This is an optimization exercise on Yosys and OpenROAD, whose aim is small area, a short achievable clock period and few clock cycles per item, not a production implementation. Where RTL was checked, it was by simulation tests only, not by an equivalence proof against the original. No activity file was given, so power comes from the tool's default toggle rates.

lane 4:
## apply_front
module apply_front (
	input logic clk,
	input logic reset,
	input logic in_valid,
	output logic in_ready,
	input logic [3-1:0] in_id,
	input logic in_negate,
	input logic [1:0] in_op,
	input logic [16-1:0] in_f,
	input logic [16-1:0] in_g,
	output logic var_req_valid,
	input logic var_req_ready,
	output logic [16-2:0] var_req_node,
	input logic var_resp_valid,
	input logic [8-1:0] var_resp_var,
	input logic cfg_write,
	input logic [8-1:0] cfg_address,
	input logic [32-1:0] cfg_wdata,
	output logic out_valid,
	input logic out_ready,
	output logic [3-1:0] out_id,
	output logic out_negate,
	output logic [1:0] out_op,
	output logic [16-1:0] out_f,
	output logic [16-1:0] out_g,
	output logic out_hit,
	output logic [16-1:0] out_result,
	output logic [8-1:0] out_top,
	output logic out_fetch_f,
	output logic out_fetch_g,
	output logic out_quantify
);
Size in the first run: about 2100 cells after synthesis, ~600 flip-flops, roughly 180 I/O pins.
Settings: LEC_CHECK=0, CAP_MARGIN=20, CORE_MARGIN=2, CORE_UTILIZATION=40, CTS_BUF_LIST=sky130_fd_sc_hd__clkbuf_8, SETUP_SLACK_MARGIN=3.15, SLEW_MARGIN=20; clock period 5.5 ns.
run.sh (not shown) runs the stock make flow with config.mk's settings and CLKGATE_MAP_FILE= SYNTH_SCRIPT=/design/flow/synth_recipe.tcl, a recipe that flattens the netlist after the stock synthesis.
Modified inputs, lane 2 compared to lane 4
-- flow/design.v --
<<< lane 4, line 180
	logic in_pf;
	logic in_pg;
	logic [PW-1:0] ti;
	logic t_found;
>>> lane 2, line 180
	logic in_pf;
	logic in_pg;
	logic w_valid;  
	logic [IW-2:0] w_node;  
	logic w_pf;
	logic w_pg;
	logic b_load;
	logic b_adv;
	logic [PW-1:0] ti;
	logic t_found;
<<< lane 4, line 188
	logic ge;
	logic is_none;
	logic f_x;
	logic f_y;
>>> lane 2, line 194
	logic ge;
	logic is_none;
	logic [VW-1:0] f_top;
	logic f_x;
	logic f_y;
<<< lane 4, line 218
	assign g_node = (g_pf ^ e_c[ii][0]) ? e_f[ii][IW-1:1] : e_g[ii][IW-1:1];
	assign i_adv = g_valid && (!(g_pf || g_pg) || (g_load && !(g_pf && g_pg)));
	always_comb
	begin
>>> lane 2, line 225
	assign g_node = (g_pf ^ e_c[ii][0]) ? e_f[ii][IW-1:1] : e_g[ii][IW-1:1];
	assign i_adv = g_valid && (!(g_pf || g_pg) || (g_load && !(g_pf && g_pg)));
	assign b_load = w_valid && alloc && !g_valid && rq_open && (w_pf || w_pg);
	assign b_adv = w_valid && alloc && !g_valid && rq_open && !(w_pf && w_pg);
	always_comb
	begin
<<< lane 4, line 252
	always_comb
	begin
		f_upd = !second || le;
		f_x = second ? ge : is_none;
>>> lane 2, line 261
	always_comb
	begin
		f_top = (second && !le) ? first_var : mem_resp_var;
		f_upd = !second || le;
		f_x = second ? ge : is_none;
<<< lane 4, line 264
	assign o_load = r_done && (!out_valid || out_ready);
	assign o_q = (rr_upd && rr_ti == ri) ? qbit : e_q[ri];
	assign ip_next = i_adv ? ip + 1'b1 : ip;
	assign head_done_next = !o_load && !(out_valid && !out_ready) && (rp != ip_next) &&
		mem_resp_valid && ti == ri && !t_more;
>>> lane 2, line 274
	assign o_load = r_done && (!out_valid || out_ready);
	assign o_q = (rr_upd && rr_ti == ri) ? qbit : e_q[ri];
	assign ip_next = (i_adv || b_adv) ? ip + 1'b1 : ip;
	assign head_done_next = !o_load && !(out_valid && !out_ready) && (rp != ip_next) &&
		mem_resp_valid && ti == ri && !t_more;
<<< lane 4, line 274
		if (g_load)
			mem_req_node <= g_node;
		if (reset)
		begin
			rr_upd <= 1'b0;
			second <= 1'b0;
			wp <= '0;
>>> lane 2, line 284
		if (g_load)
			mem_req_node <= g_node;
		else if (b_load)
			mem_req_node <= w_node;
		w_node <= (in_pf ^ in_swap) ? in_f[IW-1:1] : in_g[IW-1:1];
		w_pf <= in_pf;
		w_pg <= in_pg;
		if (reset)
		begin
			rr_upd <= 1'b0;
			w_valid <= 1'b0;
			second <= 1'b0;
			wp <= '0;
<<< lane 4, line 288
		begin
			rr_upd <= mem_resp_valid && f_upd;
			if (mem_resp_valid)
				second <= t_more;
>>> lane 2, line 304
		begin
			rr_upd <= mem_resp_valid && f_upd;
			w_valid <= in_valid && !in_ready;
			if (mem_resp_valid)
				second <= t_more;
<<< lane 4, line 296
			ip <= ip_next;
			if (rq_open)
				mem_req_valid <= g_avail;
			if (o_load)
				out_valid <= 1'b1;
>>> lane 2, line 313
			ip <= ip_next;
			if (rq_open)
				mem_req_valid <= g_avail || b_load;
			if (o_load)
				out_valid <= 1'b1;
<<< lane 4, line 333
			else if (alloc && wi == i)
			begin
				e_pf[i] <= in_pf;
				e_pg[i] <= in_pg;
				e_wf[i] <= 1'b0;
				e_wg[i] <= 1'b0;
			end
			else
>>> lane 2, line 350
			else if (alloc && wi == i)
			begin
				e_pf[i] <= in_pf && !b_load;
				e_pg[i] <= in_pg && !(b_load && !in_pf);
				e_wf[i] <= b_load && in_pf;
				e_wg[i] <= b_load && !in_pf;
			end
			else
<<< lane 4, line 367
		for (int i = 0; i < N; i++)
		begin
			if (mem_resp_valid && ti == i && f_upd)
				e_top[i] <= mem_resp_var;
			if (mem_resp_valid && ti == i)
			begin
				e_x[i] <= f_x;
				e_y[i] <= f_y;
>>> lane 2, line 384
		for (int i = 0; i < N; i++)
		begin
			if (mem_resp_valid && ti == i)
			begin
				e_top[i] <= f_top;
				e_x[i] <= f_x;
				e_y[i] <= f_y;
Notes after the runs:
Re final cycle utilization of the critical path: lane 2 is 0.82 points up on lane 4. There was hardly any difference in clock network area share between lane 2 and lane 4. Overall power consumption of lane 4 is on par with lane 2. Lane 2 against lane 4: worst hold slack after final layout went down; total number of sequential cells now larger; weighted congestion reported at the end of routability-driven placement higher. Taking lane 2 over lane 4, the count of distinct cell types in the synthesized netlist ratio works out to 1.10. Of lane 2 and lane 4, the run reporting the lower utilization was lane 4. Of lane 2 and lane 4, the run reporting the higher fraction of power consumed by the clock network was lane 2. Compared with lane 4, lane 2 has less setup slack. Compared with lane 4, lane 2 degrades summed instance area of the synthesized netlist.
No run of this note included a check of the RTL's function; only the layout flow was run.

* * *

== run F ==
Another version of the RTL of apply_front (not shown whole).
Size in the first run: ~1,500 cells after synthesis, roughly 600 flip-flops, about 180 I/O pins, roughly 25,000 µm² of cells after synthesis.
Settings: LEC_CHECK=0, CAP_MARGIN=20, CORE_MARGIN=2, CORE_UTILIZATION=40, CTS_BUF_LIST=sky130_fd_sc_hd__clkbuf_8, CTS_CLUSTER_DIAMETER=60, CTS_CLUSTER_SIZE=16, SETUP_SLACK_MARGIN=3.15, SLEW_MARGIN=20; clock period 5.5 ns.
Run F closes out successfully: all stages finished, all timing, DRC and antenna checks passed.
Changes in run Z relative to run F:
--- a/flow/design.v
+++ b/flow/design.v
@@ -257,25 +257,25 @@
 		f_x = second ? ge : is_none;
 		f_y = second ? le : is_none;
 	end
 	assign qvar = mem_resp_var;
 	assign r_fonly = (e_op[ri] == 2'd3);
 	assign r_two = !r_fonly && e_c[ri][1];
 	assign r_ff = r_fonly || e_x[ri];
 	assign r_fg = r_two ? e_y[ri] : r_fonly ? (e_c[ri][0] || e_y[ri]) : 1'b1;
 	assign r_done = (rp != ip) && !(e_wf[ri] || e_wg[ri]);
 	assign o_load = r_done && (!out_valid || out_ready);
 	assign o_q = (rr_upd && rr_ti == ri) ? qbit : e_q[ri];
 	assign ip_next = i_adv ? ip + 1'b1 : ip;
-	assign head_done_next = !o_load && !(out_valid && !out_ready) && (rp != ip_next) &&
+	assign head_done_next = !o_load && !(out_valid && !out_ready) &&
 		mem_resp_valid && ti == ri && !t_more;
 	always_ff @(posedge clk)
 	begin
 		rr_ti <= ti;
 		if (mem_resp_valid)
 			first_var <= mem_resp_var;
 		if (g_load)
 			mem_req_node <= g_node;
 		if (reset)
 		begin
 			rr_upd <= 1'b0;
 			second <= 1'b0;
@@ -412,34 +412,34 @@
 `timescale 1ns/1ps
 module quantify_table (
 	input logic clk,
 	input logic reset,
 	input logic cfg_write,
 	input logic [8-1:0] cfg_address,
 	input logic [32-1:0] cfg_wdata,
 	input logic [8-1:0] qvar,
 	output logic qbit  
 );
 	localparam int SEL_W = $clog2((256 / 32));
 	logic [(256 / 32)-1:0][32-1:0] words;
-	logic [32-1:0] wdata;
 	logic [(256 / 32)-1:0] qcol;
 	logic [SEL_W-1:0] qsel;
-	assign wdata = reset ? '0 : cfg_wdata;
 	always_ff @(posedge clk)
 	begin
 		for (int i = 0; i < (256 / 32); i++)
 		begin
-			if (reset || (cfg_write && cfg_address == i))
-				words[i] <= wdata;
+			if (reset)
+				words[i] <= '0;
+			else if (cfg_write && cfg_address == i)
+				words[i] <= cfg_wdata;
 		end
 	end
 	always_ff @(posedge clk)
 	begin
 		for (int i = 0; i < (256 / 32); i++)
 			qcol[i] <= words[i][qvar[4:0]];
 		qsel <= qvar[8-1:5];
 	end
 	assign qbit = qcol[qsel];
 endmodule
 `timescale 1ns/1ps
 module apply_front (
==> notes.md <==
- No stage failed in run Z, and the final checks on the layout all came back clean.
- The number of setup buffers added after CTS in run Z is 0.814 times that in run F.
- When run Z is measured against run F, its proportion of total power due to net switching turns out 0.39 points higher.
- Compared with run F, in run Z die area picked up an extra 2.6%; multi-input combinational gate total picked up an extra 526; non-clock buffer share of cell area lost 0.94 points; global-route usage picked up an extra 0.85 points; peak supply drop picked up an extra 27%.
- Changes observed in run Z relative to run F: worst setup skew after layout down 0.022 ns; synthesized cell count up 603; sequential share of layout area down 8.6 points.
- Changes observed in run Z relative to run F: clock network fraction of design power has increased, net count of the mapped netlist rose by about 37%, post-route clock period utilization went down.
- Run F ended up with sky130_fd_sc_hd__or4b_4 as its cell type of the slowest stage on the worst timing path; run Z ended up with sky130_fd_sc_hd__edfxtp_1.
- Looking at launch point of the critical path, the var_fetch_ctrl_i.mem_req_node[4]$_DFFE_PN_ result is from run Z; the cfg_address[6] one comes from run F.
Testbench counts of run Z, summed over its fixed seeds: cycles 9,328, items 4,000.
Function not checked in run F: the RTL went through the layout flow alone.

[port drivers added, routing unchanged]
How much do the figures lean on ideal ports? The routed layouts below were timed once more, with nothing changed but the port constraints.
Step 1: set_driving_cell puts a clkbuf_16 on clk and a buf_2 on each other input, an assumption about the parent block.
Step 2 also shifts input and output timing later by t, the mid clock arrival at the registers, as if the neighbouring blocks saw the same clock.
Slacks: ideal / step 1 / step 2; pairs: ideal / step 1.
run | t (ns) | setup WS [ns] | hold WS [ns] | clock arrival spread, ns | worst data-port slew with drivers (ns)
lane 4 | 0.740 | 3.020 / 3.020 / 2.294 | 0.453 / 0.453 / 0.453 | 0.035 / 0.035 | 0.19
lane 2 | 0.753 | 2.975 / 2.978 / 2.236 | 0.450 / 0.450 / 0.450 | 0.048 / 0.048 | 0.10
run F | 0.714 | 2.833 / 2.850 / 2.137 | 0.494 / 0.494 / 0.494 | 0.072 / 0.073 | 0.09
run Z | 0.717 | 3.105 / 3.043 / 2.386 | 0.458 / 0.458 / 0.458 | 0.050 / 0.050 | 0.11
After both steps setup and hold are still met in every run listed. The setup slack of lane 2, which loses most, moves by +0.003 ns with the drivers and by -0.739 ns with both steps.
